From an optimization exercise on the open Yosys and OpenROAD flow, aimed at small area; shortcuts taken in it are not production practice.
The RTL was checked by simulation tests, not by an equivalence proof against the original design.
Power and IR drop assume default switching activity.

## flow/run.sh

```bash
#!/bin/bash
# synth_recipe.tcl (not shown) runs the flow's synth.tcl, then flattens the netlist and writes it again
# the make line also repeats each setting of config.mk as NAME=value (left out here)
make -C /OpenROAD-flow-scripts/flow DESIGN_CONFIG=/design/flow/config.mk WORK_HOME=/design/flow/orfs CLKGATE_MAP_FILE= SYNTH_SCRIPT=/design/flow/synth_recipe.tcl finish
```

## flow/config.mk

```make
export PLATFORM = sky130hd
export DESIGN_NAME = analogizer_top
export DESIGN_NICKNAME = analogizer_top
export VERILOG_FILES = /design/flow/design.v
export SDC_FILE = /design/flow/constraint.sdc
export NUM_CORES = 4
export LEC_CHECK = 0
export CAP_MARGIN = 20
export CORE_MARGIN = 2
export CORE_UTILIZATION = 40
export SLEW_MARGIN = 20
```

## flow/constraint.sdc

```tcl
create_clock -name core_clock -period 10.0 [get_ports {i_clk}]
set_input_delay 2.0000 -clock core_clock [delete_from_list [all_inputs] [get_ports {i_clk}]]
set_output_delay 2.0000 -clock core_clock [all_outputs]
set_load 0.01 [all_outputs]
```

## flow/design.v

```verilog
`timescale 1ns/1ps
package analogizer_video_pkg;
	typedef logic [7:0] pixel_t;  
	typedef logic [5:0] dac_t;    
	typedef enum logic [1:0] {
		MODE_RGBS  = 2'd0,  
		MODE_RGSB  = 2'd1,  
		MODE_YPBPR = 2'd2,  
		MODE_TEST  = 2'd3   
	} video_mode_t;
	localparam int VIDEO_LATENCY = 3;  
	localparam logic signed [9:0] Y_R  = 10'sd77;
	localparam logic signed [9:0] Y_G  = 10'sd150;
	localparam logic signed [9:0] Y_B  = 10'sd29;
	localparam logic signed [9:0] PB_R = -10'sd43;
	localparam logic signed [9:0] PB_G = -10'sd85;
	localparam logic signed [9:0] PB_B = 10'sd128;
	localparam logic signed [9:0] PR_R = 10'sd128;
	localparam logic signed [9:0] PR_G = -10'sd107;
	localparam logic signed [9:0] PR_B = -10'sd21;
	localparam logic signed [9:0] CHROMA_OFFSET = 10'sd128;  
endpackage
`timescale 1ns/1ps
package analogizer_snac_pkg;
	typedef logic [15:0] pad_word_t;  
	localparam int PAD_BITS = 16;  
	localparam int MASTER_CLK_FREQ = 50_000_000;
	localparam int SERIAL_CLK_FREQ = 6_250_000;
	localparam int HALF_BIT_CYCLES = MASTER_CLK_FREQ / (2 * SERIAL_CLK_FREQ);  
	localparam int LATCH_CYCLES = 8;  
	typedef enum logic [2:0] {
		ST_IDLE,      
		ST_LATCH,     
		ST_CLK_LOW,   
		ST_CLK_HIGH,  
		ST_DONE       
	} snac_state_t;
endpackage
`timescale 1ns/1ps
module ypbpr_converter (
	input  logic [8:0] i_a,  
	input  logic [8:0] i_b,  
	input  logic [7:0] i_g,
	output logic [5:0] o_y,
	output logic [5:0] o_pb,
	output logic [5:0] o_pr
);
	wire ty_0 = i_a[6] ^ i_a[4];
	wire ty_1 = i_a[6] & i_a[4];
	wire ty_2 = i_a[7] ^ i_a[5] ^ i_a[4];
	wire ty_3 = (i_a[7] & i_a[5]) | (i_a[7] & i_a[4]) | (i_a[5] & i_a[4]);
	wire ty_4 = i_g[0] ^ ~i_a[8] ^ i_a[6];
	wire ty_5 = (i_g[0] & ~i_a[8]) | (i_g[0] & i_a[6]) | (~i_a[8] & i_a[6]);
	wire ty_6 = i_a[5] ^ i_a[2];
	wire ty_7 = i_a[5] & i_a[2];
	wire ty_8 = i_g[1] ^ i_a[7] ^ i_a[6];
	wire ty_9 = (i_g[1] & i_a[7]) | (i_g[1] & i_a[6]) | (i_a[7] & i_a[6]);
	wire ty_10 = i_a[3] ^ i_b[4];
	wire ty_11 = i_a[3] & i_b[4];
	wire ty_12 = i_g[2] ^ ~i_a[8] ^ i_a[7];
	wire ty_13 = (i_g[2] & ~i_a[8]) | (i_g[2] & i_a[7]) | (~i_a[8] & i_a[7]);
	wire ty_14 = i_a[4] ^ i_b[5];
	wire ty_15 = i_a[4] & i_b[5];
	wire ty_16 = i_g[3] ^ ~i_a[8];
	wire ty_17 = i_g[3] & ~i_a[8];
	wire ty_18 = i_a[2] ^ i_a[0];
	wire ty_19 = i_a[2] & i_a[0];
	wire ty_20 = i_a[3] ^ i_a[1] ^ i_a[0];
	wire ty_21 = (i_a[3] & i_a[1]) | (i_a[3] & i_a[0]) | (i_a[1] & i_a[0]);
	wire ty_22 = i_a[4] ^ i_a[2] ^ i_a[1];
	wire ty_23 = (i_a[4] & i_a[2]) | (i_a[4] & i_a[1]) | (i_a[2] & i_a[1]);
	wire ty_24 = i_a[5] ^ i_a[3] ^ i_a[2];
	wire ty_25 = (i_a[5] & i_a[3]) | (i_a[5] & i_a[2]) | (i_a[3] & i_a[2]);
	wire ty_26 = i_b[0] ^ ~i_b[3];
	wire ty_27 = i_b[0] & ~i_b[3];
	wire ty_28 = ty_0 ^ i_a[3] ^ i_a[0];
	wire ty_29 = (ty_0 & i_a[3]) | (ty_0 & i_a[0]) | (i_a[3] & i_a[0]);
	wire ty_30 = i_b[1] ^ ~i_b[4] ^ i_b[6];
	wire ty_31 = (i_b[1] & ~i_b[4]) | (i_b[1] & i_b[6]) | (~i_b[4] & i_b[6]);
	wire ty_32 = ty_1 ^ ty_2 ^ i_a[1];
	wire ty_33 = (ty_1 & ty_2) | (ty_1 & i_a[1]) | (ty_2 & i_a[1]);
	wire ty_34 = i_b[2] ^ ~i_b[5] ^ i_b[7];
	wire ty_35 = (i_b[2] & ~i_b[5]) | (i_b[2] & i_b[7]) | (~i_b[5] & i_b[7]);
	wire ty_36 = ty_3 ^ ty_4 ^ ty_6;
	wire ty_37 = (ty_3 & ty_4) | (ty_3 & ty_6) | (ty_4 & ty_6);
	wire ty_38 = i_b[3] ^ ~i_b[6] ^ ~i_b[8];
	wire ty_39 = (i_b[3] & ~i_b[6]) | (i_b[3] & ~i_b[8]) | (~i_b[6] & ~i_b[8]);
	wire ty_40 = ty_5 ^ ty_7 ^ ty_8;
	wire ty_41 = (ty_5 & ty_7) | (ty_5 & ty_8) | (ty_7 & ty_8);
	wire ty_42 = ty_10 ^ ~i_b[7] ^ 1'b1;
	wire ty_43 = (ty_10 & ~i_b[7]) | (ty_10 & 1'b1) | (~i_b[7] & 1'b1);
	wire ty_44 = ty_9 ^ ty_11 ^ ty_12;
	wire ty_45 = (ty_9 & ty_11) | (ty_9 & ty_12) | (ty_11 & ty_12);
	wire ty_46 = ty_14 ^ i_b[8] ^ 1'b1;
	wire ty_47 = (ty_14 & i_b[8]) | (ty_14 & 1'b1) | (i_b[8] & 1'b1);
	wire ty_48 = ty_13 ^ ty_15 ^ ty_16;
	wire ty_49 = (ty_13 & ty_15) | (ty_13 & ty_16) | (ty_15 & ty_16);
	wire ty_50 = i_a[5] ^ i_b[6] ^ 1'b1;
	wire ty_51 = (i_a[5] & i_b[6]) | (i_a[5] & 1'b1) | (i_b[6] & 1'b1);
	wire ty_52 = ty_17 ^ i_g[4] ^ i_a[6];
	wire ty_53 = (ty_17 & i_g[4]) | (ty_17 & i_a[6]) | (i_g[4] & i_a[6]);
	wire ty_54 = ty_18 ^ ~i_b[0];
	wire ty_55 = ty_18 & ~i_b[0];
	wire ty_56 = ty_19 ^ ty_20 ^ ~i_b[1];
	wire ty_57 = (ty_19 & ty_20) | (ty_19 & ~i_b[1]) | (ty_20 & ~i_b[1]);
	wire ty_58 = ty_21 ^ ty_22 ^ ~i_b[2];
	wire ty_59 = (ty_21 & ty_22) | (ty_21 & ~i_b[2]) | (ty_22 & ~i_b[2]);
	wire ty_60 = ty_23 ^ ty_24 ^ ty_26;
	wire ty_61 = (ty_23 & ty_24) | (ty_23 & ty_26) | (ty_24 & ty_26);
	wire ty_62 = ty_25 ^ ty_27 ^ ty_28;
	wire ty_63 = (ty_25 & ty_27) | (ty_25 & ty_28) | (ty_27 & ty_28);
	wire ty_64 = ty_29 ^ ty_31 ^ ty_32;
	wire ty_65 = (ty_29 & ty_31) | (ty_29 & ty_32) | (ty_31 & ty_32);
	wire ty_66 = ty_33 ^ ty_35 ^ ty_36;
	wire ty_67 = (ty_33 & ty_35) | (ty_33 & ty_36) | (ty_35 & ty_36);
	wire ty_68 = ty_37 ^ ty_39 ^ ty_40;
	wire ty_69 = (ty_37 & ty_39) | (ty_37 & ty_40) | (ty_39 & ty_40);
	wire ty_70 = ty_41 ^ ty_43 ^ ty_44;
	wire ty_71 = (ty_41 & ty_43) | (ty_41 & ty_44) | (ty_43 & ty_44);
	wire ty_72 = ty_45 ^ ty_47 ^ ty_48;
	wire ty_73 = (ty_45 & ty_47) | (ty_45 & ty_48) | (ty_47 & ty_48);
	wire ty_74 = ty_49 ^ ty_51 ^ ty_52;
	wire ty_75 = (ty_49 & ty_51) | (ty_49 & ty_52) | (ty_51 & ty_52);
	wire ty_76 = ty_53 ^ i_g[5] ^ i_a[7];
	wire ty_77 = (ty_53 & i_g[5]) | (ty_53 & i_a[7]) | (i_g[5] & i_a[7]);
	wire ty_78 = ty_54 ^ i_b[2];
	wire ty_79 = ty_54 & i_b[2];
	wire ty_80 = ty_55 ^ ty_56 ^ i_b[3];
	wire ty_81 = (ty_55 & ty_56) | (ty_55 & i_b[3]) | (ty_56 & i_b[3]);
	wire ty_82 = ty_57 ^ ty_58 ^ i_b[4];
	wire ty_83 = (ty_57 & ty_58) | (ty_57 & i_b[4]) | (ty_58 & i_b[4]);
	wire ty_84 = ty_59 ^ ty_60 ^ i_b[5];
	wire ty_85 = (ty_59 & ty_60) | (ty_59 & i_b[5]) | (ty_60 & i_b[5]);
	wire ty_86 = ty_61 ^ ty_62 ^ ty_30;
	wire ty_87 = (ty_61 & ty_62) | (ty_61 & ty_30) | (ty_62 & ty_30);
	wire ty_88 = ty_63 ^ ty_64 ^ ty_34;
	wire ty_89 = (ty_63 & ty_64) | (ty_63 & ty_34) | (ty_64 & ty_34);
	wire ty_90 = ty_65 ^ ty_66 ^ ty_38;
	wire ty_91 = (ty_65 & ty_66) | (ty_65 & ty_38) | (ty_66 & ty_38);
	wire ty_92 = ty_67 ^ ty_68 ^ ty_42;
	wire ty_93 = (ty_67 & ty_68) | (ty_67 & ty_42) | (ty_68 & ty_42);
	wire ty_94 = ty_69 ^ ty_70 ^ ty_46;
	wire ty_95 = (ty_69 & ty_70) | (ty_69 & ty_46) | (ty_70 & ty_46);
	wire ty_96 = ty_71 ^ ty_72 ^ ty_50;
	wire ty_97 = (ty_71 & ty_72) | (ty_71 & ty_50) | (ty_72 & ty_50);
	wire ty_98 = ty_73 ^ ty_74 ^ i_b[7];
	wire ty_99 = (ty_73 & ty_74) | (ty_73 & i_b[7]) | (ty_74 & i_b[7]);
	wire ty_100 = ty_75 ^ ty_76 ^ ~i_b[8];
	wire ty_101 = (ty_75 & ty_76) | (ty_75 & ~i_b[8]) | (ty_76 & ~i_b[8]);
	wire ty_102 = ty_77 ^ i_g[6] ^ ~i_a[8];
	wire ty_103 = (ty_77 & i_g[6]) | (ty_77 & ~i_a[8]) | (i_g[6] & ~i_a[8]);
	wire ty_104 = i_g[7] ^ 1'b1;
	wire ty_105 = i_a[0] & i_b[0];
	wire ty_106 = (i_a[1] & i_b[1]) | (i_a[1] & ty_105) | (i_b[1] & ty_105);
	wire ty_107 = (ty_78 & 1'b1) | (ty_78 & ty_106) | (1'b1 & ty_106);
	wire ty_108 = (ty_79 & ty_80) | (ty_79 & ty_107) | (ty_80 & ty_107);
	wire ty_109 = (ty_81 & ty_82) | (ty_81 & ty_108) | (ty_82 & ty_108);
	wire ty_110 = (ty_83 & ty_84) | (ty_83 & ty_109) | (ty_84 & ty_109);
	wire ty_111 = (ty_85 & ty_86) | (ty_85 & ty_110) | (ty_86 & ty_110);
	wire ty_112 = (ty_87 & ty_88) | (ty_87 & ty_111) | (ty_88 & ty_111);
	wire ty_113 = (ty_89 & ty_90) | (ty_89 & ty_112) | (ty_90 & ty_112);
	wire ty_114 = (ty_91 & ty_92) | (ty_91 & ty_113) | (ty_92 & ty_113);
	wire ty_115 = ty_93 ^ ty_94 ^ ty_114;
	wire ty_116 = (ty_93 & ty_94) | (ty_93 & ty_114) | (ty_94 & ty_114);
	wire ty_117 = ty_95 ^ ty_96 ^ ty_116;
	wire ty_118 = (ty_95 & ty_96) | (ty_95 & ty_116) | (ty_96 & ty_116);
	wire ty_119 = ty_97 ^ ty_98 ^ ty_118;
	wire ty_120 = (ty_97 & ty_98) | (ty_97 & ty_118) | (ty_98 & ty_118);
	wire ty_121 = ty_99 ^ ty_100 ^ ty_120;
	wire ty_122 = (ty_99 & ty_100) | (ty_99 & ty_120) | (ty_100 & ty_120);
	wire ty_123 = ty_101 ^ ty_102 ^ ty_122;
	wire ty_124 = (ty_101 & ty_102) | (ty_101 & ty_122) | (ty_102 & ty_122);
	wire ty_125 = ty_103 ^ ty_104 ^ ty_124;
	wire tb_0 = ~i_a[0] ^ i_a[2];
	wire tb_1 = ~i_a[0] & i_a[2];
	wire tb_2 = i_b[0] ^ ~i_a[1] ^ i_a[3];
	wire tb_3 = (i_b[0] & ~i_a[1]) | (i_b[0] & i_a[3]) | (~i_a[1] & i_a[3]);
	wire tb_4 = i_b[1] ^ ~i_a[2] ^ i_a[4];
	wire tb_5 = (i_b[1] & ~i_a[2]) | (i_b[1] & i_a[4]) | (~i_a[2] & i_a[4]);
	wire tb_6 = i_a[6] ^ ~i_a[8];
	wire tb_7 = i_a[6] & ~i_a[8];
	wire tb_8 = i_b[2] ^ ~i_a[3] ^ i_a[5];
	wire tb_9 = (i_b[2] & ~i_a[3]) | (i_b[2] & i_a[5]) | (~i_a[3] & i_a[5]);
	wire tb_10 = i_a[7] ^ 1'b1;
	wire tb_11 = i_a[7] & 1'b1;
	wire tb_12 = i_b[3] ^ ~i_a[4] ^ i_a[6];
	wire tb_13 = (i_b[3] & ~i_a[4]) | (i_b[3] & i_a[6]) | (~i_a[4] & i_a[6]);
	wire tb_14 = i_b[4] ^ ~i_a[5];
	wire tb_15 = i_b[4] & ~i_a[5];
	wire tb_16 = tb_0 ^ i_a[4];
	wire tb_17 = tb_0 & i_a[4];
	wire tb_18 = tb_1 ^ tb_2 ^ i_a[5];
	wire tb_19 = (tb_1 & tb_2) | (tb_1 & i_a[5]) | (tb_2 & i_a[5]);
	wire tb_20 = tb_3 ^ tb_4 ^ tb_6;
	wire tb_21 = (tb_3 & tb_4) | (tb_3 & tb_6) | (tb_4 & tb_6);
	wire tb_22 = tb_5 ^ tb_7 ^ tb_8;
	wire tb_23 = (tb_5 & tb_7) | (tb_5 & tb_8) | (tb_7 & tb_8);
	wire tb_24 = tb_9 ^ tb_11 ^ tb_12;
	wire tb_25 = (tb_9 & tb_11) | (tb_9 & tb_12) | (tb_11 & tb_12);
	wire tb_26 = tb_13 ^ tb_14 ^ i_a[7];
	wire tb_27 = (tb_13 & tb_14) | (tb_13 & i_a[7]) | (tb_14 & i_a[7]);
	wire tb_28 = tb_15 ^ i_b[5] ^ ~i_a[6];
	wire tb_29 = (tb_15 & i_b[5]) | (tb_15 & ~i_a[6]) | (i_b[5] & ~i_a[6]);
	wire tb_30 = i_b[6] ^ ~i_a[7];
	wire tb_31 = i_b[6] & ~i_a[7];
	wire tb_32 = i_a[0] ^ i_a[2];
	wire tb_33 = i_a[0] & i_a[2];
	wire tb_34 = i_a[1] ^ i_a[3] ^ i_a[5];
	wire tb_35 = (i_a[1] & i_a[3]) | (i_a[1] & i_a[5]) | (i_a[3] & i_a[5]);
	wire tb_36 = tb_16 ^ i_a[6] ^ 1'b1;
	wire tb_37 = (tb_16 & i_a[6]) | (tb_16 & 1'b1) | (i_a[6] & 1'b1);
	wire tb_38 = tb_17 ^ tb_18 ^ i_a[7];
	wire tb_39 = (tb_17 & tb_18) | (tb_17 & i_a[7]) | (tb_18 & i_a[7]);
	wire tb_40 = tb_19 ^ tb_20 ^ 1'b1;
	wire tb_41 = (tb_19 & tb_20) | (tb_19 & 1'b1) | (tb_20 & 1'b1);
	wire tb_42 = tb_21 ^ tb_22 ^ tb_10;
	wire tb_43 = (tb_21 & tb_22) | (tb_21 & tb_10) | (tb_22 & tb_10);
	wire tb_44 = tb_23 ^ tb_24 ^ ~i_a[8];
	wire tb_45 = (tb_23 & tb_24) | (tb_23 & ~i_a[8]) | (tb_24 & ~i_a[8]);
	wire tb_46 = tb_25 ^ tb_26 ^ 1'b1;
	wire tb_47 = (tb_25 & tb_26) | (tb_25 & 1'b1) | (tb_26 & 1'b1);
	wire tb_48 = tb_27 ^ tb_28 ^ ~i_a[8];
	wire tb_49 = (tb_27 & tb_28) | (tb_27 & ~i_a[8]) | (tb_28 & ~i_a[8]);
	wire tb_50 = tb_29 ^ tb_30 ^ 1'b1;
	wire tb_51 = (tb_29 & tb_30) | (tb_29 & 1'b1) | (tb_30 & 1'b1);
	wire tb_52 = tb_31 ^ i_b[7] ^ i_a[8];
	wire tb_53 = (tb_31 & i_b[7]) | (tb_31 & i_a[8]) | (i_b[7] & i_a[8]);
	wire tb_54 = ~i_b[8] ^ 1'b1;
	wire tb_55 = i_a[0] & i_a[2];
	wire tb_56 = (i_a[1] & i_a[3]) | (i_a[1] & tb_55) | (i_a[3] & tb_55);
	wire tb_57 = (tb_32 & i_a[4]) | (tb_32 & tb_56) | (i_a[4] & tb_56);
	wire tb_58 = (tb_33 & tb_34) | (tb_33 & tb_57) | (tb_34 & tb_57);
	wire tb_59 = (tb_35 & tb_36) | (tb_35 & tb_58) | (tb_36 & tb_58);
	wire tb_60 = (tb_37 & tb_38) | (tb_37 & tb_59) | (tb_38 & tb_59);
	wire tb_61 = (tb_39 & tb_40) | (tb_39 & tb_60) | (tb_40 & tb_60);
	wire tb_62 = (tb_41 & tb_42) | (tb_41 & tb_61) | (tb_42 & tb_61);
	wire tb_63 = tb_43 ^ tb_44 ^ tb_62;
	wire tb_64 = (tb_43 & tb_44) | (tb_43 & tb_62) | (tb_44 & tb_62);
	wire tb_65 = tb_45 ^ tb_46 ^ tb_64;
	wire tb_66 = (tb_45 & tb_46) | (tb_45 & tb_64) | (tb_46 & tb_64);
	wire tb_67 = tb_47 ^ tb_48 ^ tb_66;
	wire tb_68 = (tb_47 & tb_48) | (tb_47 & tb_66) | (tb_48 & tb_66);
	wire tb_69 = tb_49 ^ tb_50 ^ tb_68;
	wire tb_70 = (tb_49 & tb_50) | (tb_49 & tb_68) | (tb_50 & tb_68);
	wire tb_71 = tb_51 ^ tb_52 ^ tb_70;
	wire tb_72 = (tb_51 & tb_52) | (tb_51 & tb_70) | (tb_52 & tb_70);
	wire tb_73 = tb_53 ^ tb_54 ^ tb_72;
	wire tr_0 = i_a[1] ^ ~i_b[4];
	wire tr_1 = i_a[1] & ~i_b[4];
	wire tr_2 = i_a[2] ^ ~i_b[5];
	wire tr_3 = i_a[2] & ~i_b[5];
	wire tr_4 = ~i_b[0] ^ ~i_b[2];
	wire tr_5 = ~i_b[0] & ~i_b[2];
	wire tr_6 = ~i_b[1] ^ ~i_b[3];
	wire tr_7 = ~i_b[1] & ~i_b[3];
	wire tr_8 = ~i_b[2] ^ ~i_b[4];
	wire tr_9 = ~i_b[2] & ~i_b[4];
	wire tr_10 = i_a[0] ^ ~i_b[3] ^ ~i_b[5];
	wire tr_11 = (i_a[0] & ~i_b[3]) | (i_a[0] & ~i_b[5]) | (~i_b[3] & ~i_b[5]);
	wire tr_12 = tr_0 ^ ~i_b[6] ^ i_b[8];
	wire tr_13 = (tr_0 & ~i_b[6]) | (tr_0 & i_b[8]) | (~i_b[6] & i_b[8]);
	wire tr_14 = tr_1 ^ tr_2 ^ ~i_b[7];
	wire tr_15 = (tr_1 & tr_2) | (tr_1 & ~i_b[7]) | (tr_2 & ~i_b[7]);
	wire tr_16 = tr_3 ^ i_a[3] ^ ~i_b[6];
	wire tr_17 = (tr_3 & i_a[3]) | (tr_3 & ~i_b[6]) | (i_a[3] & ~i_b[6]);
	wire tr_18 = i_a[4] ^ ~i_b[7];
	wire tr_19 = i_a[4] & ~i_b[7];
	wire tr_20 = ~i_b[0] ^ ~i_b[2];
	wire tr_21 = ~i_b[0] & ~i_b[2];
	wire tr_22 = ~i_b[1] ^ ~i_b[3];
	wire tr_23 = ~i_b[1] & ~i_b[3];
	wire tr_24 = tr_4 ^ ~i_b[4] ^ 1'b1;
	wire tr_25 = (tr_4 & ~i_b[4]) | (tr_4 & 1'b1) | (~i_b[4] & 1'b1);
	wire tr_26 = tr_5 ^ tr_6 ^ ~i_b[5];
	wire tr_27 = (tr_5 & tr_6) | (tr_5 & ~i_b[5]) | (tr_6 & ~i_b[5]);
	wire tr_28 = tr_7 ^ tr_8 ^ ~i_b[6];
	wire tr_29 = (tr_7 & tr_8) | (tr_7 & ~i_b[6]) | (tr_8 & ~i_b[6]);
	wire tr_30 = tr_9 ^ tr_10 ^ ~i_b[7];
	wire tr_31 = (tr_9 & tr_10) | (tr_9 & ~i_b[7]) | (tr_10 & ~i_b[7]);
	wire tr_32 = tr_11 ^ tr_12 ^ 1'b1;
	wire tr_33 = (tr_11 & tr_12) | (tr_11 & 1'b1) | (tr_12 & 1'b1);
	wire tr_34 = tr_13 ^ tr_14 ^ 1'b1;
	wire tr_35 = (tr_13 & tr_14) | (tr_13 & 1'b1) | (tr_14 & 1'b1);
	wire tr_36 = tr_15 ^ tr_16 ^ i_b[8];
	wire tr_37 = (tr_15 & tr_16) | (tr_15 & i_b[8]) | (tr_16 & i_b[8]);
	wire tr_38 = tr_17 ^ tr_18 ^ 1'b1;
	wire tr_39 = (tr_17 & tr_18) | (tr_17 & 1'b1) | (tr_18 & 1'b1);
	wire tr_40 = tr_19 ^ i_a[5] ^ i_b[8];
	wire tr_41 = (tr_19 & i_a[5]) | (tr_19 & i_b[8]) | (i_a[5] & i_b[8]);
	wire tr_42 = i_a[6] ^ 1'b1;
	wire tr_43 = i_a[6] & 1'b1;
	wire tr_44 = i_a[7] ^ 1'b1;
	wire tr_45 = i_a[7] & 1'b1;
	wire tr_46 = ~i_a[8] ^ 1'b1;
	wire tr_47 = ~i_b[0] & 1'b1;
	wire tr_48 = ~i_b[1] & tr_47;
	wire tr_49 = (tr_20 & 1'b1) | (tr_20 & tr_48) | (1'b1 & tr_48);
	wire tr_50 = (tr_21 & tr_22) | (tr_21 & tr_49) | (tr_22 & tr_49);
	wire tr_51 = (tr_23 & tr_24) | (tr_23 & tr_50) | (tr_24 & tr_50);
	wire tr_52 = (tr_25 & tr_26) | (tr_25 & tr_51) | (tr_26 & tr_51);
	wire tr_53 = (tr_27 & tr_28) | (tr_27 & tr_52) | (tr_28 & tr_52);
	wire tr_54 = (tr_29 & tr_30) | (tr_29 & tr_53) | (tr_30 & tr_53);
	wire tr_55 = (tr_31 & tr_32) | (tr_31 & tr_54) | (tr_32 & tr_54);
	wire tr_56 = (tr_33 & tr_34) | (tr_33 & tr_55) | (tr_34 & tr_55);
	wire tr_57 = tr_35 ^ tr_36 ^ tr_56;
	wire tr_58 = (tr_35 & tr_36) | (tr_35 & tr_56) | (tr_36 & tr_56);
	wire tr_59 = tr_37 ^ tr_38 ^ tr_58;
	wire tr_60 = (tr_37 & tr_38) | (tr_37 & tr_58) | (tr_38 & tr_58);
	wire tr_61 = tr_39 ^ tr_40 ^ tr_60;
	wire tr_62 = (tr_39 & tr_40) | (tr_39 & tr_60) | (tr_40 & tr_60);
	wire tr_63 = tr_41 ^ tr_42 ^ tr_62;
	wire tr_64 = (tr_41 & tr_42) | (tr_41 & tr_62) | (tr_42 & tr_62);
	wire tr_65 = tr_43 ^ tr_44 ^ tr_64;
	wire tr_66 = (tr_43 & tr_44) | (tr_43 & tr_64) | (tr_44 & tr_64);
	wire tr_67 = tr_45 ^ tr_46 ^ tr_66;
	assign o_y = {ty_125, ty_123, ty_121, ty_119, ty_117, ty_115};
	assign o_pb = {tb_73, tb_71, tb_69, tb_67, tb_65, tb_63};
	assign o_pr = {tr_67, tr_65, tr_63, tr_61, tr_59, tr_57};
endmodule
`timescale 1ns/1ps
module video_mode_encoder (
	input  logic        i_clk,
	input  logic        i_rst,
	input  logic [1:0]  i_video_mode,
	input  logic [7:0]  i_r,
	input  logic [7:0]  i_g,
	input  logic [7:0]  i_b,
	input  logic        i_hsync,
	input  logic        i_vsync,
	input  logic        i_csync,
	input  logic        i_blank_n,
	input  logic        i_ce_pix,
	output logic [5:0]  o_dac_r,
	output logic [5:0]  o_dac_g,
	output logic [5:0]  o_dac_b,
	output logic        o_dac_hsync,    
	output logic        o_dac_vsync,    
	output logic        o_dac_blank_n,
	output logic        o_dac_pix_stb   
);
	logic m0, m2, m3;
	logic [7:0] r_in, g_in, b_in, g_sub;
	logic [8:0] a_in, b_diff;
	assign m0 = i_video_mode == 2'd0;
	assign m2 = i_video_mode == 2'd2;
	assign m3 = i_video_mode == 2'd3;
	assign r_in  = (i_blank_n && !m3) ? i_r : 8'd0;
	assign g_in  = (i_blank_n && !m3) ? i_g : 8'd0;
	assign b_in  = m3 ? 8'hff : (i_blank_n ? i_b : 8'd0);
	assign g_sub = (i_blank_n && m2) ? i_g : 8'd0;
	assign a_in   = {1'b0, r_in} - {1'b0, g_sub};
	assign b_diff = {1'b0, b_in} - {1'b0, g_sub};
	logic [8:0] s1_a, s1_b;
	logic [7:0] s1_g;
	logic s1_m2, s1_hs, s1_vs, s1_bl, s1_pix;
	always_ff @(posedge i_clk) begin
		s1_a   <= a_in;
		s1_b   <= b_diff;
		s1_g   <= g_in;
		s1_m2  <= m2;
		s1_hs  <= m0 ? i_csync : (m3 ? i_hsync : 1'b1);
		s1_vs  <= m0 ? 1'b1 : (m3 ? i_vsync : i_csync);
		s1_bl  <= i_blank_n || m2;
		s1_pix <= i_ce_pix;
	end
	logic [5:0] y6, pb6, pr6;
	ypbpr_converter u_ypbpr (
		.i_a(s1_a), .i_b(s1_b), .i_g(s1_g),
		.o_y(y6), .o_pb(pb6), .o_pr(pr6)
	);
	logic [5:0] s2_r, s2_g, s2_b;
	logic s2_hs, s2_vs, s2_bl, s2_pix;
	logic rst_q, rst_seen;
	always_ff @(posedge i_clk) begin
		s2_r   <= s1_m2 ? pr6 : s1_a[7:2];
		s2_g   <= s1_m2 ? y6  : s1_g[7:2];
		s2_b   <= s1_m2 ? pb6 : s1_b[7:2];
		s2_hs  <= s1_hs;
		s2_vs  <= s1_vs;
		s2_bl  <= s1_bl;
		s2_pix <= s1_pix;
		rst_q    <= i_rst;
		rst_seen <= i_rst || rst_q;
	end
	assign o_dac_r       = rst_seen ? 6'd0 : s2_r;
	assign o_dac_g       = rst_seen ? 6'd0 : s2_g;
	assign o_dac_b       = rst_seen ? 6'd0 : s2_b;
	assign o_dac_hsync   = !rst_seen && s2_hs;
	assign o_dac_vsync   = rst_seen || s2_vs;
	assign o_dac_blank_n = !rst_seen && s2_bl;
	assign o_dac_pix_stb = !rst_seen && s2_pix;
endmodule
`timescale 1ns/1ps
module snac_gamepad_reader (
	input  logic      i_clk,
	input  logic      i_rst,
	input  logic      i_poll_req,
	output logic      o_poll_ack,
	output logic      o_busy,
	output logic [15:0] o_p1_buttons,
	output logic [15:0] o_p2_buttons,
	output logic      o_snac_latch,    
	output logic      o_snac_pad_clk,  
	input  logic      i_snac_data1,    
	input  logic      i_snac_data2     
);
	logic [7:0] step;
	logic idle, done, busy, in_bits;
	logic [15:0] shift1, shift2;
	assign idle    = &step;
	assign done    = step == 8'd136;
	assign busy    = !step[7] || (step[6:3] == 4'd0);
	assign in_bits = busy && (step[7:3] != 5'd0);
	assign o_snac_latch   = step[7:3] == 5'd0;
	assign o_snac_pad_clk = in_bits && step[2];
	assign o_poll_ack     = done;
	assign o_busy         = busy;
	always_ff @(posedge i_clk) begin
		if (i_rst)
			step <= 8'hff;
		else if (busy || (idle && i_poll_req))
			step <= step + 8'd1;
		else if (done && !i_poll_req)
			step <= 8'hff;
	end
	always_ff @(posedge i_clk) begin
		if (i_rst) begin
			o_p1_buttons <= '0;
			o_p2_buttons <= '0;
		end else if (step == 8'd135) begin
			o_p1_buttons <= shift1;
			o_p2_buttons <= shift2;
		end
	end
	always_ff @(posedge i_clk) begin
		if (in_bits && step[2:0] == 3'd3) begin
			shift1 <= {~i_snac_data1, shift1[15:1]};
			shift2 <= {~i_snac_data2, shift2[15:1]};
		end
	end
endmodule
`timescale 1ns/1ps
module cart_pin_mapper (
	input  logic       i_clk,
	input  logic       i_rst,
	input  logic       i_ena,
	input  logic [7:4] i_bank0_in,  
	output logic [7:0] o_bank1_out,
	output logic [7:0] o_bank2_out,
	output logic [7:0] o_bank3_out,
	output logic       o_bank1_dir,
	output logic       o_bank2_dir,
	output logic       o_bank3_dir,
	input  logic [5:0] i_dac_r,
	input  logic [5:0] i_dac_g,
	input  logic [5:0] i_dac_b,
	input  logic       i_dac_hsync,
	input  logic       i_dac_vsync,
	input  logic       i_dac_blank_n,
	input  logic       i_dac_pix_stb,
	input  logic       i_snac_latch,
	input  logic       i_snac_pad_clk,
	output logic       o_snac_data1,
	output logic       o_snac_data2
);
	logic [5:0] blue;     
	logic pins_on;  
	assign blue = i_dac_b;
	assign o_snac_data1 = i_bank0_in[6];  
	assign o_snac_data2 = i_bank0_in[5];  
	always_ff @(posedge i_clk) begin
		if (i_rst || !i_ena) begin
			o_bank3_out <= '0;
			o_bank2_out <= '0;
			o_bank1_out <= '0;
			pins_on <= 1'b0;
		end else begin
			o_bank3_out <= {i_dac_r, i_dac_hsync, i_dac_vsync};
			o_bank2_out <= {blue[0], i_dac_blank_n, i_dac_g};
			o_bank1_out <= {i_snac_pad_clk, i_snac_latch, i_dac_pix_stb, blue[5:1]};
			pins_on <= 1'b1;
		end
	end
	assign o_bank1_dir = pins_on;
	assign o_bank2_dir = pins_on;
	assign o_bank3_dir = pins_on;
endmodule
`timescale 1ns/1ps
module analogizer_top (
	input  logic       i_clk,
	input  logic       i_rst,
	input  logic       i_ena,
	input  logic [1:0] i_video_mode,
	input  logic [7:0] i_r,
	input  logic [7:0] i_g,
	input  logic [7:0] i_b,
	input  logic       i_hsync,
	input  logic       i_vsync,
	input  logic       i_csync,
	input  logic       i_blank_n,
	input  logic       i_ce_pix,
	input  logic       i_poll_req,
	input  logic [7:4] i_bank0_in,
	output logic       o_poll_ack,
	output logic       o_busy,
	output logic [15:0] o_p1_buttons,
	output logic [15:0] o_p2_buttons,
	output logic [7:0] o_bank1_out,
	output logic [7:0] o_bank2_out,
	output logic [7:0] o_bank3_out,
	output logic       o_bank1_dir,
	output logic       o_bank2_dir,
	output logic       o_bank3_dir
);
	logic [5:0] dac_r;
	logic [5:0] dac_g;
	logic [5:0] dac_b;
	logic dac_hsync;
	logic dac_vsync;
	logic dac_blank_n;
	logic dac_pix_stb;
	logic snac_latch;
	logic snac_pad_clk;
	logic snac_data1;
	logic snac_data2;
	video_mode_encoder u_video (
		.i_clk(i_clk), .i_rst(i_rst),
		.i_video_mode(i_video_mode),
		.i_r(i_r), .i_g(i_g), .i_b(i_b),
		.i_hsync(i_hsync), .i_vsync(i_vsync), .i_csync(i_csync),
		.i_blank_n(i_blank_n), .i_ce_pix(i_ce_pix),
		.o_dac_r(dac_r), .o_dac_g(dac_g), .o_dac_b(dac_b),
		.o_dac_hsync(dac_hsync), .o_dac_vsync(dac_vsync),
		.o_dac_blank_n(dac_blank_n), .o_dac_pix_stb(dac_pix_stb)
	);
	snac_gamepad_reader u_snac (
		.i_clk(i_clk), .i_rst(i_rst),
		.i_poll_req(i_poll_req), .o_poll_ack(o_poll_ack), .o_busy(o_busy),
		.o_p1_buttons(o_p1_buttons), .o_p2_buttons(o_p2_buttons),
		.o_snac_latch(snac_latch), .o_snac_pad_clk(snac_pad_clk),
		.i_snac_data1(snac_data1), .i_snac_data2(snac_data2)
	);
	cart_pin_mapper u_pins (
		.i_clk(i_clk), .i_rst(i_rst), .i_ena(i_ena), .i_bank0_in(i_bank0_in),
		.o_bank1_out(o_bank1_out), .o_bank2_out(o_bank2_out), .o_bank3_out(o_bank3_out),
		.o_bank1_dir(o_bank1_dir), .o_bank2_dir(o_bank2_dir), .o_bank3_dir(o_bank3_dir),
		.i_dac_r(dac_r), .i_dac_g(dac_g), .i_dac_b(dac_b),
		.i_dac_hsync(dac_hsync), .i_dac_vsync(dac_vsync),
		.i_dac_blank_n(dac_blank_n), .i_dac_pix_stb(dac_pix_stb),
		.i_snac_latch(snac_latch), .i_snac_pad_clk(snac_pad_clk),
		.o_snac_data1(snac_data1), .o_snac_data2(snac_data2)
	);
endmodule
```

==> out/summary.md <==
Worst hold path
• u_video.s2_hs — hold endpoint
• u_video.s1_hs — Hold Crit Start
• reg2reg — classification of the worst-slack hold path
• 0 — hold path cells

Layout
• 5.60% — fraction of layout instances using a drive strength above 1
• sky130_fd_sc_hd__inv_1 — most common library cell in the layout ignoring fill and taps
• 131 x sky130_fd_sc_hd__inv_1, 119 x sky130_fd_sc_hd__dfxtp_1, 115 x sky130_fd_sc_hd__nand2_1 — most frequent cells in the layout
• 10100 µm² — post-layout instance area
• 1180 — final standard cell count with taps included and fillers excluded
• 0 — antenna cells
• 22.3% — area delta synth->final
• 1074 — total number of nets in the final design

Synthesis
• sky130_fd_sc_hd__dfxtp_1 — primary flip-flop cell chosen by synthesis mapping
• 40.7% — sequential cell area fraction in the yosys report
• 32 — number of flops mapped to enable cells by yosys
• 8270 µm² — post-synthesis instance area
• 978 — syn_nets
• 3 — Warnings, synthesis
• 801 — instance count of the mapped netlist
• 0% — proportion of synthesized flip-flops having asynchronous set or reset
• 60 — Synth cell types
• 10.3 µm² — Mean Syn Cell Area
• 152 — Seq cells post-synth

Critical path
• 0.60 ns — delay of the slowest critical-path stage
• 20 — Worst R2R Path Depth
• 10.31 ns — required time of the critical path
• inv_1 -> fa_1 -> inv_1 -> fa_1 -> inv_1 -> fa_1 -> inv_1 -> fa_1 -> nand2_1 -> nand3_1 -> a2111oi_0 -> nor2_1 -> fa_1 -> fa_1 -> fa_1 -> fa_1 -> fa_1 -> xor2_1 -> nand2_1 -> xnor2_1 — crit-path cells
• sky130_fd_sc_hd__dfxtp_1 — highest-delay cell along the critical path
• 7 — biggest fanout along the worst timing path
• u_video.s2_g[5] — endpoint of the most critical register-to-register path
• sky130_fd_sc_hd__fa_1 — CP most frequent cell
• 6.56 ns — Crit path arrival time
• u_video.s1_a[7] — startpoint of the worst register-to-register path
• reg2reg — kind of critical path
• flop — Critical Path Source Type
• 3.74 ns — worst setup slack for register-to-register paths
• flop — Critical Path End Type

STA
• 0.00913 ns — Clock Skew
• 0 — Pins Over Slew Limit
• 160 MHz — maximum achievable frequency
• false — setup repair after global routing missed its margin
• 50.0% — worst slew slack as a fraction of its limit
• 0 — Fin. Hold Viols
• 0.748 ns — transition time at the pin with the least slew margin
• 0 ns — setup_tns
• 62.6% — final worst path period share
• 6.26 ns — post-layout min period
• 0 — final setup fails

Global routing
• 0 — initial antenna violation count
• 5579 — vias in the first global route
• 27400 µm — global-route wire length before repair
• 0 — Congestion Overflow GR
• 37 — maximum number of pins on one net before global-route repair
• 16.0% — total routing resource utilization after global routing

Placement
• 1148 — Cell Count Post-Placement
• 12400 µm — Detailed Place HPWL
• 9490 µm² — cell area reported after detailed placement
• 97 — Port Buf Inserts
• 0.817 — final weighted congestion of routability-driven global placement

Outcome
• no timing/DRC/antenna violations — result of the run

Clock tree
• 17 — TritonCTS buffer count
• 0 — quantity of gates resized following cts
• sky130_fd_sc_hd__clkbuf_16 — Root Driver
• 152 — clock net sink count
• done — TritonCTS clock tree
• 4 — number of levels the H-tree was split into
• 0 — count of buffers added by post-CTS timing repair for setup
• 0.06 ns — register clock-pin slew on the reported worst setup and hold paths
• 0.41 ns — clock insertion delay at the later pin of the skew report
• 0 — CTS hold repair buffers
• 2 — maximum buffer depth of the clock tree

Route
• 13.6 µm — average wire length per cell after detail routing
• 4.68 — number of vias per cell after detailed routing
• 5 — Pre-Repair DR Iteration Count
• 0 — remaining design rule violation count
• 5522 — total number of vias
• 0 — final antenna-violating net count
• 196 — count of routing violations after the opening detailed-route iteration
• 16100 µm — total detailed-routing wirelength

Power and ir drop
• 0.00428 µW — leakage power figure
• 2730 µW — Final Total Pwr
• 0.000150 V — worst-case vdd ir drop
• 270 nW/µm² — power density cells

Job
• 0 — number of max-cap violations

Floorplan
• 100 — number of placed I/O pins
• 148 µm — die height
• 21800 µm² — total die area
• 52 — site row count
• 40.9% — initial core utilization
• 148 µm — width of the chip
• 20200 µm² — area of the core region

## sequential cells by signal, summed over array words and instances, names as in the netlist, 6 cells and up
register	cells
u_pins.o_bank1_out	8
u_pins.o_bank2_out	8
u_pins.o_bank3_out	8
u_snac.o_p1_buttons	16
u_snac.o_p2_buttons	16
u_snac.shift1	16
u_snac.shift2	16
u_snac.step	8
u_video.s1_a	9
u_video.s1_b	9
u_video.s1_g	8
u_video.s2_b	6
u_video.s2_g	6
u_video.s2_r	6
## worst max-delay path by stage
stage	start	endpoint	slack, ns
floorplan	u_video.s1_a[7]	u_video.s2_g[5]	4.18
global placement	u_video.s1_a[7]	u_video.s2_g[5]	3.70
detailed placement	u_video.s1_a[7]	u_video.s2_g[5]	3.66
CTS	u_video.s1_a[7]	u_video.s2_g[5]	3.66
global route	u_video.s1_a[7]	u_video.s2_g[5]	3.11
finish	u_video.s1_a[7]	u_video.s2_g[5]	3.74
## logic make-up (layout without fill, tap and decap cells)
kind of cell	count (synthesis)	count (layout)	share of synthesized area [%]
flip-flops	152	152	40.7
XOR/XNOR	18	18	1.91
AND/OR/NAND/NOR	223	223	12.8
multiplexers	3	3	0.394
buffers and inverters	156	265	7.49
adder cells (fa/ha/maj)	138	138	28.3
AO/OA/AOI/OAI	111	111	8.36
## power by group
part	internal [µW]	switching (µW)
Clock	399	249
Sequential	700	58.7
Combinational	619	706
## routing by layer
layer	vias to the layer above	GRT usage (%)	part of all wire, %	wire length (µm)
met4	0	5.77	1.7	270
met5	-	0	0	0
met2	104	25.4	46	7410
met1	2635	22.0	49	7810
li1	2762	-	-	-
met3	21	3.09	3.5	564
## metrics by stage
| step | util [%] | hold slack [ns] | setup WS, ns |
|---|---|---|---|
| after global routing | 50.0 | 0.328 | 3.11 |
| after global placement | 46.8 | 0.313 | 3.70 |
| after CTS | 49.9 | 0.323 | 3.66 |
| final | 50.0 | 0.322 | 3.74 |
| after detailed placement | 46.9 | 0.315 | 3.66 |
| after floorplan | - | 0.310 | 4.18 |
## critical path: cells and delay by family, from the launching register on
family / cells / cell delay (ns)
fa+ha+maj: 9 / 3.96
buf+inv: 4 / 0.49
flops: 1 / 0.60
compound gates: 1 / 0.39
xor+xnor: 2 / 0.31
simple gates: 4 / 0.40
## final cells by class
cell class | instances | area (µm²)
Multi-Input combinational cell | 493 | 4290
Clock inverter | 12 | 138
Sequential cell | 152 | 3360
Inverter | 132 | 495
Tap cell | 270 | 338
Clock buffer | 20 | 478
Timing Repair Buffer | 101 | 1010
Fill cell | 1880 | 10100
## synthesized netlist by cell type, drive strengths merged (12+ instances only)
cell type / n / share of area (%)
xnor2: 12 / 1.3
clkbuf: 18 / 0.82
ha: 56 / 8.5
and2: 26 / 2.0
dfxtp: 120 / 29
nand2: 115 / 5.2
nor2: 22 / 1.0
a21oi: 45 / 2.7
o21ai: 22 / 1.3
fa: 82 / 20
and3: 20 / 1.5
edfxtp: 32 / 12
inv: 131 / 5.9

## static timing again, ports no longer ideal
The flow's constraints put no driver on any port. The routed layout listed below was extracted and timed again, unchanged, in two steps.
Step 1, drivers: a clkbuf_16 drives i_clk and a buf_2 each remaining input, both assumed.
Step 2 times the ports against the registers' clock, not the clock port: input delays grow and output delays shrink by t, the midpoint of the rising clock arrivals with the driver on.
Slacks: ideal / step 1 / step 2; pairs: ideal / step 1.
t (ns): 0.458
setup slack, ns: 3.743 / 3.743 / 3.743
worst hold slack (ns): 0.322 / 0.322 / 0.322
worst register clock-pin slew, ns: 0.06 / 0.06
pins driven straight from the clock port: 1
After both steps setup and hold are still met in this run. For this run, drivers alone change the setup slack by 0.000 ns; drivers and shift together by 0.000 ns.
